This design comes from an exercise in tuning for small area on the open sky130 flow, not from production work.
RTL that was checked went through simulation tests only; none was proved equivalent to the original.
No activity file was given, so power comes from the tool's default toggle rates. The flow treats the clock pin as an ideal source, which a real chip does not have.

== old ==
## te_pkt
module te_pkt (
    input  wire logic                                        clk_bus,
    input  wire logic                                        rst_n,
    input  wire logic                                        pkt_sop,
    input  wire logic [8-1:0]                   pkt_data,
    input  wire logic [10-1:0]                   ib_base,
    input  wire logic                                        bm_gnt,
    output logic                                             bm_req,
    output logic [10-1:0]                        bm_addr,
    output logic [8-1:0]                    bm_wstrb,
    output logic [8*8-1:0]     bm_wdata,
    input  wire logic                                        rdreq_pop,
    output logic                                             rdreq_valid,
    output te_pkt_pkg::rdreq_t rdreq
);
==> module te_pkt, before the edit <==
module te_pkt (
    input  wire logic                                        clk_bus,
    input  wire logic                                        rst_n,
    input  wire logic                                        pkt_sop,
    input  wire logic [8-1:0]                   pkt_data,
    input  wire logic [10-1:0]                   ib_base,
    input  wire logic                                        bm_gnt,
    output logic                                             bm_req,
    output logic [10-1:0]                        bm_addr,
    output logic [8-1:0]                    bm_wstrb,
    output logic [8*8-1:0]     bm_wdata,
    input  wire logic                                        rdreq_pop,
    output logic                                             rdreq_valid,
    output te_pkt_pkg::rdreq_t rdreq
);
    localparam int NW = 9;
    localparam logic [2:0] ST_IDLE = 3'd0;
    localparam logic [2:0] ST_HDR1 = 3'd1;
    localparam logic [2:0] ST_HDR2 = 3'd2;
    localparam logic [2:0] ST_HDR3 = 3'd3;
    localparam logic [2:0] ST_DATA = 3'd4;
    logic [2:0]  state;
    logic        is_rq;
    logic [2:0]  xid;
    logic [3:0]  sid;
    logic [3:0]  len;
    logic [9:0]  baddr;
    logic        started;
    logic [NW-1:0][63:0] slot_data;
    logic [NW-1:0][6:0]  slot_alo;
    logic [NW-1:0]       slot_acy;
    logic [NW-1:0][2:0]  slot_first;
    logic [NW-1:0][2:0]  slot_last;
    logic [NW-1:0]       wr_oh;
    logic [NW-1:0]       rd_oh;
    logic [1:0][20:0]    rq_data;
    logic                rq_rd;
    logic [1:0]          rq_cnt;
    logic [2:0]  lane;
    logic        data_byte;
    logic        last_byte;
    logic        close_word;
    logic        rq_push;
    logic        rq_pop;
    logic [NW-1:0] wsel;
    assign lane       = baddr[2:0];
    assign data_byte  = (state == ST_DATA) && !pkt_sop;
    assign last_byte  = (len == 4'd0);
    assign close_word = (data_byte && (lane == 3'd7 || last_byte)) || (pkt_sop && started);
    assign rq_push    = (state == ST_HDR3) && !pkt_sop && is_rq;
    assign rq_pop     = rdreq_pop && rdreq_valid;
    always_comb begin
        for (int k = 0; k < NW; k++) begin
            wsel[k] = data_byte && wr_oh[k];
        end
    end
    always_ff @(posedge clk_bus) begin
        if (!rst_n) begin
            state   <= ST_IDLE;
            started <= 1'b0;
            wr_oh   <= NW'(1);
            rd_oh   <= NW'(1);
            rq_rd   <= 1'b0;
            rq_cnt  <= '0;
        end else begin
            if (pkt_sop) begin
                started <= 1'b0;
                if (pkt_data[7:5] == 3'd1 || pkt_data[7:5] == 3'd3) state <= ST_HDR1;
                else state <= ST_IDLE;
            end else begin
                case (state)
                    ST_HDR1: state <= ST_HDR2;
                    ST_HDR2: state <= ST_HDR3;
                    ST_HDR3: state <= is_rq ? ST_IDLE : ST_DATA;
                    ST_DATA: begin
                        started <= !close_word;
                        if (last_byte) state <= ST_IDLE;
                    end
                    default: state <= ST_IDLE;
                endcase
            end
            if (close_word) wr_oh <= {wr_oh[NW-2:0], wr_oh[NW-1]};
            if (bm_req && bm_gnt) rd_oh <= {rd_oh[NW-2:0], rd_oh[NW-1]};
            if (rq_pop) rq_rd <= !rq_rd;
            case ({rq_push, rq_pop})
                2'b10:   rq_cnt <= rq_cnt + 2'd1;
                2'b01:   rq_cnt <= rq_cnt - 2'd1;
                default: ;
            endcase
        end
    end
    always_ff @(posedge clk_bus) begin
        if (pkt_sop) begin
            is_rq <= pkt_data[6];
            xid   <= pkt_data[2:0];
        end else begin
            case (state)
                ST_HDR1: sid <= pkt_data[7:4];
                ST_HDR2: begin
                    len        <= pkt_data[7:4];
                    baddr[9:6] <= pkt_data[3:0];
                end
                ST_HDR3: baddr[5:0] <= pkt_data[5:0];
                ST_DATA: begin
                    baddr <= baddr + 10'd1;
                    len   <= len - 4'd1;
                end
                default: ;
            endcase
        end
    end
    always_ff @(posedge clk_bus) begin
        for (int k = 0; k < NW; k++) begin
            if (wsel[k]) begin
                for (int j = 0; j < 8; j++) begin
                    if (lane == 3'(j)) slot_data[k][j*8 +: 8] <= pkt_data;
                end
                {slot_acy[k], slot_alo[k]} <= {1'b0, ib_base[6:0]} + {1'b0, baddr[9:3]};
                slot_last[k]  <= lane;
                if (!started) slot_first[k] <= lane;
            end
        end
        if (rq_push) rq_data[rq_rd ^ rq_cnt[0]] <= {sid, xid, baddr[9:6], pkt_data[5:0], len};
    end
    logic [6:0] head_alo;
    logic       head_acy;
    logic [2:0] head_first;
    logic [2:0] head_last;
    always_comb begin
        bm_wdata   = '0;
        head_alo   = '0;
        head_acy   = 1'b0;
        head_first = '0;
        head_last  = '0;
        for (int k = 0; k < NW; k++) begin
            bm_wdata   = bm_wdata   | ({64{rd_oh[k]}} & slot_data[k]);
            head_alo   = head_alo   | ({7{rd_oh[k]}}  & slot_alo[k]);
            head_acy   = head_acy   | (rd_oh[k]       & slot_acy[k]);
            head_first = head_first | ({3{rd_oh[k]}}  & slot_first[k]);
            head_last  = head_last  | ({3{rd_oh[k]}}  & slot_last[k]);
        end
        for (int j = 0; j < 8; j++) begin
            bm_wstrb[j] = (3'(j) >= head_first) && (3'(j) <= head_last);
        end
    end
    assign bm_req      = !(|(rd_oh & wr_oh));
    assign bm_addr     = {ib_base[9:7] + {2'd0, head_acy}, head_alo};
    assign rdreq_valid = (rq_cnt != 2'd0);
    assign rdreq       = rq_data[rq_rd];
endmodule
export LEC_CHECK = 0
export CAP_MARGIN = 0
export CORE_MARGIN = 2
export CORE_UTILIZATION = 70
export CTS_BUF_LIST = sky130_fd_sc_hd__clkbuf_16
export CTS_CLUSTER_DIAMETER = 80
export CTS_CLUSTER_SIZE = 30
export SLEW_MARGIN = 0
create_clock -name core_clock -period 4.0 [get_ports {clk_bus}]
standard.sh (not shown) runs the stock make flow with config.mk's settings and CLKGATE_MAP_FILE= SYNTH_SCRIPT=/design/flow/synth_recipe.tcl, a recipe that flattens the netlist after the stock synthesis.
==> flow/flow/run.sh <==
#!/bin/bash
# The standard layout (the standard.sh, standard synthesis unchanged) with two
# changes passed through ORFS's own variables:
#  - port buffers are buf_1 cells instead of the delay-buffer cell buffer_ports
#    picks by default (every port still gets its own buffer);
set -euo pipefail
export BUFFER_PORTS_ARGS="-buffer_cell sky130_fd_sc_hd__buf_1"
export CTS_ARGS="-sink_clustering_enable -repair_clock_nets -sink_clustering_size 30 -sink_clustering_max_diameter 80 -buf_list sky130_fd_sc_hd__clkbuf_16 -dont_use_dummy_load"
bash standard.sh > standard.log 2>&1
old completed end to end with timing, DRC and antenna clean.
--- input diff old..new ---
--- a/flow/design.v
+++ b/flow/design.v
@@ -51,12 +51,12 @@
     logic [9:0]  baddr;
     logic        started;
     logic [NW-1:0][63:0] slot_data;
     logic [NW-1:0][6:0]  slot_alo;
     logic [NW-1:0]       slot_acy;
-    logic [NW-1:0][2:0]  slot_first;
-    logic [NW-1:0][2:0]  slot_last;
+    logic [NW-1:0]       slot_fpart;
+    logic [NW-1:0]       slot_lpart;
     logic [NW-1:0]       wr_oh;
     logic [NW-1:0]       rd_oh;
     logic [1:0][20:0]    rq_data;
     logic                rq_rd;
     logic [1:0]          rq_cnt;
@@ -131,40 +131,50 @@
                 end
                 default: ;
             endcase
         end
     end
+    logic [7:0] lane0_in;
+    logic [7:0] lane7_in;
+    assign lane0_in = {pkt_data[7:3], (lane == 3'd0) ? pkt_data[2:0] : lane};
+    assign lane7_in = {pkt_data[7:3], (lane == 3'd7) ? pkt_data[2:0] : lane};
     always_ff @(posedge clk_bus) begin
         for (int k = 0; k < NW; k++) begin
             if (wsel[k]) begin
-                for (int j = 0; j < 8; j++) begin
+                if (lane == 3'd0 || !started) slot_data[k][7:0] <= lane0_in;
+                for (int j = 1; j < 7; j++) begin
                     if (lane == 3'(j)) slot_data[k][j*8 +: 8] <= pkt_data;
                 end
+                slot_data[k][63:56] <= lane7_in;
                 {slot_acy[k], slot_alo[k]} <= {1'b0, ib_base[6:0]} + {1'b0, baddr[9:3]};
-                slot_last[k]  <= lane;
-                if (!started) slot_first[k] <= lane;
+                slot_lpart[k] <= (lane != 3'd7);
+                if (!started) slot_fpart[k] <= (lane != 3'd0);
             end
         end
         if (rq_push) rq_data[rq_rd ^ rq_cnt[0]] <= {sid, xid, baddr[9:6], pkt_data[5:0], len};
     end
     logic [6:0] head_alo;
     logic       head_acy;
+    logic       head_fpart;
+    logic       head_lpart;
     logic [2:0] head_first;
     logic [2:0] head_last;
     always_comb begin
         bm_wdata   = '0;
         head_alo   = '0;
         head_acy   = 1'b0;
-        head_first = '0;
-        head_last  = '0;
+        head_fpart = 1'b0;
+        head_lpart = 1'b0;
         for (int k = 0; k < NW; k++) begin
             bm_wdata   = bm_wdata   | ({64{rd_oh[k]}} & slot_data[k]);
             head_alo   = head_alo   | ({7{rd_oh[k]}}  & slot_alo[k]);
             head_acy   = head_acy   | (rd_oh[k]       & slot_acy[k]);
-            head_first = head_first | ({3{rd_oh[k]}}  & slot_first[k]);
-            head_last  = head_last  | ({3{rd_oh[k]}}  & slot_last[k]);
+            head_fpart = head_fpart | (rd_oh[k]       & slot_fpart[k]);
+            head_lpart = head_lpart | (rd_oh[k]       & slot_lpart[k]);
         end
+        head_first = head_fpart ? bm_wdata[2:0]   : 3'd0;
+        head_last  = head_lpart ? bm_wdata[58:56] : 3'd7;
         for (int j = 0; j < 8; j++) begin
             bm_wstrb[j] = (3'(j) >= head_first) && (3'(j) <= head_last);
         end
     end
     assign bm_req      = !(|(rd_oh & wr_oh));
Delta(initial detailed-routing violation count, new - old) < 0. Maximum frequency came out lower on new than on old. Summary: with old as the reference, total area of multi-input combinational cells in new moved down by a few percent. Compared with old, new shows a lower met2 routed wirelength. Flip-flop and latch count came out lower on new than on old. Going from old to new, leakage power down about 3%; remaining antenna violation count after routing flat.


The RTL this note starts from:
==> flow/design.v <==
`default_nettype none
package te_pkt_pkg;
    typedef enum logic [3-1:0] {
        AK = 3'd0,
        WQ = 3'd1,
        WR = 3'd2,
        RQ = 3'd3,
        RR = 3'd4
    } pkt_type_e;
    typedef struct packed {
        logic [10-3-1:0]       waddr;
        logic [8-1:0]                   wstrb;
        logic [8*8-1:0]    wdata;
    } bm_word_t;
    typedef struct packed {
        logic [4-1:0] sid;
        logic [3-1:0]  xid;
        logic [10-1:0] addr;
        logic [4-1:0]  len;
    } rdreq_t;
endpackage
`default_nettype wire
`timescale 1ns/1ps
`default_nettype none
module te_pkt (
    input  wire logic                                        clk_bus,
    input  wire logic                                        rst_n,
    input  wire logic                                        pkt_sop,
    input  wire logic [8-1:0]                   pkt_data,
    input  wire logic [10-1:0]                   ib_base,
    input  wire logic                                        bm_gnt,
    output logic                                             bm_req,
    output logic [10-1:0]                        bm_addr,
    output logic [8-1:0]                    bm_wstrb,
    output logic [8*8-1:0]     bm_wdata,
    input  wire logic                                        rdreq_pop,
    output logic                                             rdreq_valid,
    output te_pkt_pkg::rdreq_t rdreq
);
    localparam int NW = 9;
    localparam logic [2:0] ST_IDLE = 3'd0;
    localparam logic [2:0] ST_HDR1 = 3'd1;
    localparam logic [2:0] ST_HDR2 = 3'd2;
    localparam logic [2:0] ST_HDR3 = 3'd3;
    localparam logic [2:0] ST_DATA = 3'd4;
    logic [2:0]  state;
    logic        is_rq;
    logic [2:0]  xid;
    logic [3:0]  sid;
    logic [3:0]  len;
    logic [9:0]  baddr;
    logic        started;
    logic [NW-1:0][63:0] slot_data;
    logic [NW-1:0][6:0]  slot_alo;
    logic [NW-1:0]       slot_acy;
    logic [NW-1:0]       slot_fpart;
    logic [NW-1:0]       slot_lpart;
    logic [NW-1:0]       wr_oh;
    logic [NW-1:0]       rd_oh;
    logic [1:0][20:0]    rq_data;
    logic                rq_rd;
    logic [1:0]          rq_cnt;
    logic [2:0]  lane;
    logic        data_byte;
    logic        last_byte;
    logic        close_word;
    logic        rq_push;
    logic        rq_pop;
    logic [NW-1:0] wsel;
    assign lane       = baddr[2:0];
    assign data_byte  = (state == ST_DATA) && !pkt_sop;
    assign last_byte  = (len == 4'd0);
    assign close_word = (data_byte && (lane == 3'd7 || last_byte)) || (pkt_sop && started);
    assign rq_push    = (state == ST_HDR3) && !pkt_sop && is_rq;
    assign rq_pop     = rdreq_pop && rdreq_valid;
    always_comb begin
        for (int k = 0; k < NW; k++) begin
            wsel[k] = data_byte && wr_oh[k];
        end
    end
    always_ff @(posedge clk_bus) begin
        if (!rst_n) begin
            state   <= ST_IDLE;
            started <= 1'b0;
            wr_oh   <= NW'(1);
            rd_oh   <= NW'(1);
            rq_rd   <= 1'b0;
            rq_cnt  <= '0;
        end else begin
            if (pkt_sop) begin
                started <= 1'b0;
                if (pkt_data[7:5] == 3'd1 || pkt_data[7:5] == 3'd3) state <= ST_HDR1;
                else state <= ST_IDLE;
            end else begin
                case (state)
                    ST_HDR1: state <= ST_HDR2;
                    ST_HDR2: state <= ST_HDR3;
                    ST_HDR3: state <= is_rq ? ST_IDLE : ST_DATA;
                    ST_DATA: begin
                        started <= !close_word;
                        if (last_byte) state <= ST_IDLE;
                    end
                    default: state <= ST_IDLE;
                endcase
            end
            if (close_word) wr_oh <= {wr_oh[NW-2:0], wr_oh[NW-1]};
            if (bm_req && bm_gnt) rd_oh <= {rd_oh[NW-2:0], rd_oh[NW-1]};
            if (rq_pop) rq_rd <= !rq_rd;
            case ({rq_push, rq_pop})
                2'b10:   rq_cnt <= rq_cnt + 2'd1;
                2'b01:   rq_cnt <= rq_cnt - 2'd1;
                default: ;
            endcase
        end
    end
    always_ff @(posedge clk_bus) begin
        if (pkt_sop) begin
            is_rq <= pkt_data[6];
            xid   <= pkt_data[2:0];
        end else begin
            case (state)
                ST_HDR1: sid <= pkt_data[7:4];
                ST_HDR2: begin
                    len        <= pkt_data[7:4];
                    baddr[9:6] <= pkt_data[3:0];
                end
                ST_DATA: begin
                    baddr[9:6] <= baddr[9:6] + {3'd0, &baddr[5:0]};
                    len        <= len - 4'd1;
                end
                default: ;
            endcase
        end
        if (!pkt_sop && state == ST_HDR3) baddr[5:0] <= pkt_data[5:0];
        else baddr[5:0] <= baddr[5:0] + 6'd1;
    end
    logic [7:0] lane0_in;
    logic [7:0] lane7_in;
    assign lane0_in = {pkt_data[7:3], (lane == 3'd0) ? pkt_data[2:0] : lane};
    assign lane7_in = {pkt_data[7:3], (lane == 3'd7) ? pkt_data[2:0] : lane};
    always_ff @(posedge clk_bus) begin
        for (int k = 0; k < NW; k++) begin
            if (wsel[k]) begin
                if (lane == 3'd0 || !started) slot_data[k][7:0] <= lane0_in;
                for (int j = 1; j < 7; j++) begin
                    if (lane == 3'(j)) slot_data[k][j*8 +: 8] <= pkt_data;
                end
                slot_data[k][63:56] <= lane7_in;
                {slot_acy[k], slot_alo[k]} <= {1'b0, ib_base[6:0]} + {1'b0, baddr[9:3]};
                slot_lpart[k] <= (lane != 3'd7);
                if (!started) slot_fpart[k] <= (lane != 3'd0);
            end
        end
        if (rq_push) rq_data[rq_rd ^ rq_cnt[0]] <= {sid, xid, baddr[9:6], pkt_data[5:0], len};
    end
    logic [6:0] head_alo;
    logic       head_acy;
    logic       head_fpart;
    logic       head_lpart;
    logic [2:0] head_first;
    logic [2:0] head_last;
    always_comb begin
        bm_wdata   = '0;
        head_alo   = '0;
        head_acy   = 1'b0;
        head_fpart = 1'b0;
        head_lpart = 1'b0;
        for (int k = 0; k < NW; k++) begin
            bm_wdata   = bm_wdata   | ({64{rd_oh[k]}} & slot_data[k]);
            head_alo   = head_alo   | ({7{rd_oh[k]}}  & slot_alo[k]);
            head_acy   = head_acy   | (rd_oh[k]       & slot_acy[k]);
            head_fpart = head_fpart | (rd_oh[k]       & slot_fpart[k]);
            head_lpart = head_lpart | (rd_oh[k]       & slot_lpart[k]);
        end
        head_first = head_fpart ? bm_wdata[2:0]   : 3'd0;
        head_last  = head_lpart ? bm_wdata[58:56] : 3'd7;
        for (int j = 0; j < 8; j++) begin
            bm_wstrb[j] = (3'(j) >= head_first) && (3'(j) <= head_last);
        end
    end
    assign bm_req      = !(|(rd_oh & wr_oh));
    assign bm_addr     = {ib_base[9:7] + {2'd0, head_acy}, head_alo};
    assign rdreq_valid = (rq_cnt != 2'd0);
    assign rdreq       = rq_data[rq_rd];
endmodule
`default_nettype wire
Settings: LEC_CHECK=0, CAP_MARGIN=0, CORE_MARGIN=2, CORE_UTILIZATION=80, CTS_BUF_LIST=sky130_fd_sc_hd__clkbuf_16, CTS_CLUSTER_DIAMETER=80, CTS_CLUSTER_SIZE=30, SLEW_MARGIN=0; clock period 4.0 ns.
Scripts as last shown in full above: flow/flow/run.sh
Then changed:
--- a/flow/design.v
+++ b/flow/design.v
@@ -50,10 +50,9 @@
     logic [3:0]  len;
     logic [9:0]  baddr;
     logic        started;
     logic [NW-1:0][63:0] slot_data;
-    logic [NW-1:0][6:0]  slot_alo;
-    logic [NW-1:0]       slot_acy;
+    logic [NW-1:0][6:0]  slot_waddr;
     logic [NW-1:0]       slot_fpart;
     logic [NW-1:0]       slot_lpart;
     logic [NW-1:0]       wr_oh;
     logic [NW-1:0]       rd_oh;
@@ -123,17 +122,16 @@
                 ST_HDR2: begin
                     len        <= pkt_data[7:4];
                     baddr[9:6] <= pkt_data[3:0];
                 end
+                ST_HDR3: baddr[5:0] <= pkt_data[5:0];
                 ST_DATA: begin
-                    baddr[9:6] <= baddr[9:6] + {3'd0, &baddr[5:0]};
-                    len        <= len - 4'd1;
+                    baddr <= baddr + 10'd1;
+                    len   <= len - 4'd1;
                 end
                 default: ;
             endcase
         end
-        if (!pkt_sop && state == ST_HDR3) baddr[5:0] <= pkt_data[5:0];
-        else baddr[5:0] <= baddr[5:0] + 6'd1;
     end
     logic [7:0] lane0_in;
     logic [7:0] lane7_in;
     assign lane0_in = {pkt_data[7:3], (lane == 3'd0) ? pkt_data[2:0] : lane};
@@ -145,31 +143,28 @@
                 for (int j = 1; j < 7; j++) begin
                     if (lane == 3'(j)) slot_data[k][j*8 +: 8] <= pkt_data;
                 end
                 slot_data[k][63:56] <= lane7_in;
-                {slot_acy[k], slot_alo[k]} <= {1'b0, ib_base[6:0]} + {1'b0, baddr[9:3]};
+                slot_waddr[k] <= baddr[9:3];
                 slot_lpart[k] <= (lane != 3'd7);
                 if (!started) slot_fpart[k] <= (lane != 3'd0);
             end
         end
         if (rq_push) rq_data[rq_rd ^ rq_cnt[0]] <= {sid, xid, baddr[9:6], pkt_data[5:0], len};
     end
-    logic [6:0] head_alo;
-    logic       head_acy;
+    logic [6:0] head_waddr;
     logic       head_fpart;
     logic       head_lpart;
     logic [2:0] head_first;
     logic [2:0] head_last;
     always_comb begin
         bm_wdata   = '0;
-        head_alo   = '0;
-        head_acy   = 1'b0;
+        head_waddr = '0;
         head_fpart = 1'b0;
         head_lpart = 1'b0;
         for (int k = 0; k < NW; k++) begin
             bm_wdata   = bm_wdata   | ({64{rd_oh[k]}} & slot_data[k]);
-            head_alo   = head_alo   | ({7{rd_oh[k]}}  & slot_alo[k]);
-            head_acy   = head_acy   | (rd_oh[k]       & slot_acy[k]);
+            head_waddr = head_waddr | ({7{rd_oh[k]}}  & slot_waddr[k]);
             head_fpart = head_fpart | (rd_oh[k]       & slot_fpart[k]);
             head_lpart = head_lpart | (rd_oh[k]       & slot_lpart[k]);
         end
         head_first = head_fpart ? bm_wdata[2:0]   : 3'd0;
@@ -178,9 +173,9 @@
             bm_wstrb[j] = (3'(j) >= head_first) && (3'(j) <= head_last);
         end
     end
     assign bm_req      = !(|(rd_oh & wr_oh));
-    assign bm_addr     = {ib_base[9:7] + {2'd0, head_acy}, head_alo};
+    assign bm_addr     = ib_base + {3'd0, head_waddr};
     assign rdreq_valid = (rq_cnt != 2'd0);
     assign rdreq       = rq_data[rq_rd];
 endmodule
 `default_nettype wire
Effect: The new run reached the layout checks and failed them: max-capacitance violations; count of clock-buffer cells in the layout decreases by 2; setup slack got worse by 0.023 ns; total power shrinks by a little under a tenth; core utilization rises by 2.0 points; cell count increases slightly; global-route usage is higher by 0.28 points; wire length is about the same.
Function not checked in the second run of this note: the RTL went through the layout flow alone.

==> port drivers added, routing unchanged <==
The flow's constraints put no driver on any port. The routed layouts listed below were extracted and timed again, unchanged, in two steps.
Step 1 assumes that a clkbuf_16 drives the clock port and a buf_2 every other input.
Step 2 adds t to the input delays and takes it off the output delays; t is the mean of the earliest and latest rising clock arrival at the registers after step 1. Input paths then give back, and output paths get back, about the clock's delay inside the block.
Slacks: ideal / step 1 / step 2; pairs: ideal / step 1.
run	t (ns)	setup WS [ns]	latest minus earliest clock arrival (ns)	slew at the worst register clock pin (ns)	worst data-port slew with drivers (ns)
old	0.606	0.335 / 0.274 / 0.601	0.087 / 0.086	0.11 / 0.11	0.05
new	0.675	0.185 / 0.123 / 0.799	0.047 / 0.047	0.11 / 0.11	0.05
the first run of note 2	0.635	0.071 / 0.015 / 0.650	0.068 / 0.067	0.11 / 0.11	0.04
the second run of note 2	0.637	0.047 / -0.007 / 0.631	0.033 / 0.033	0.11 / 0.11	0.05
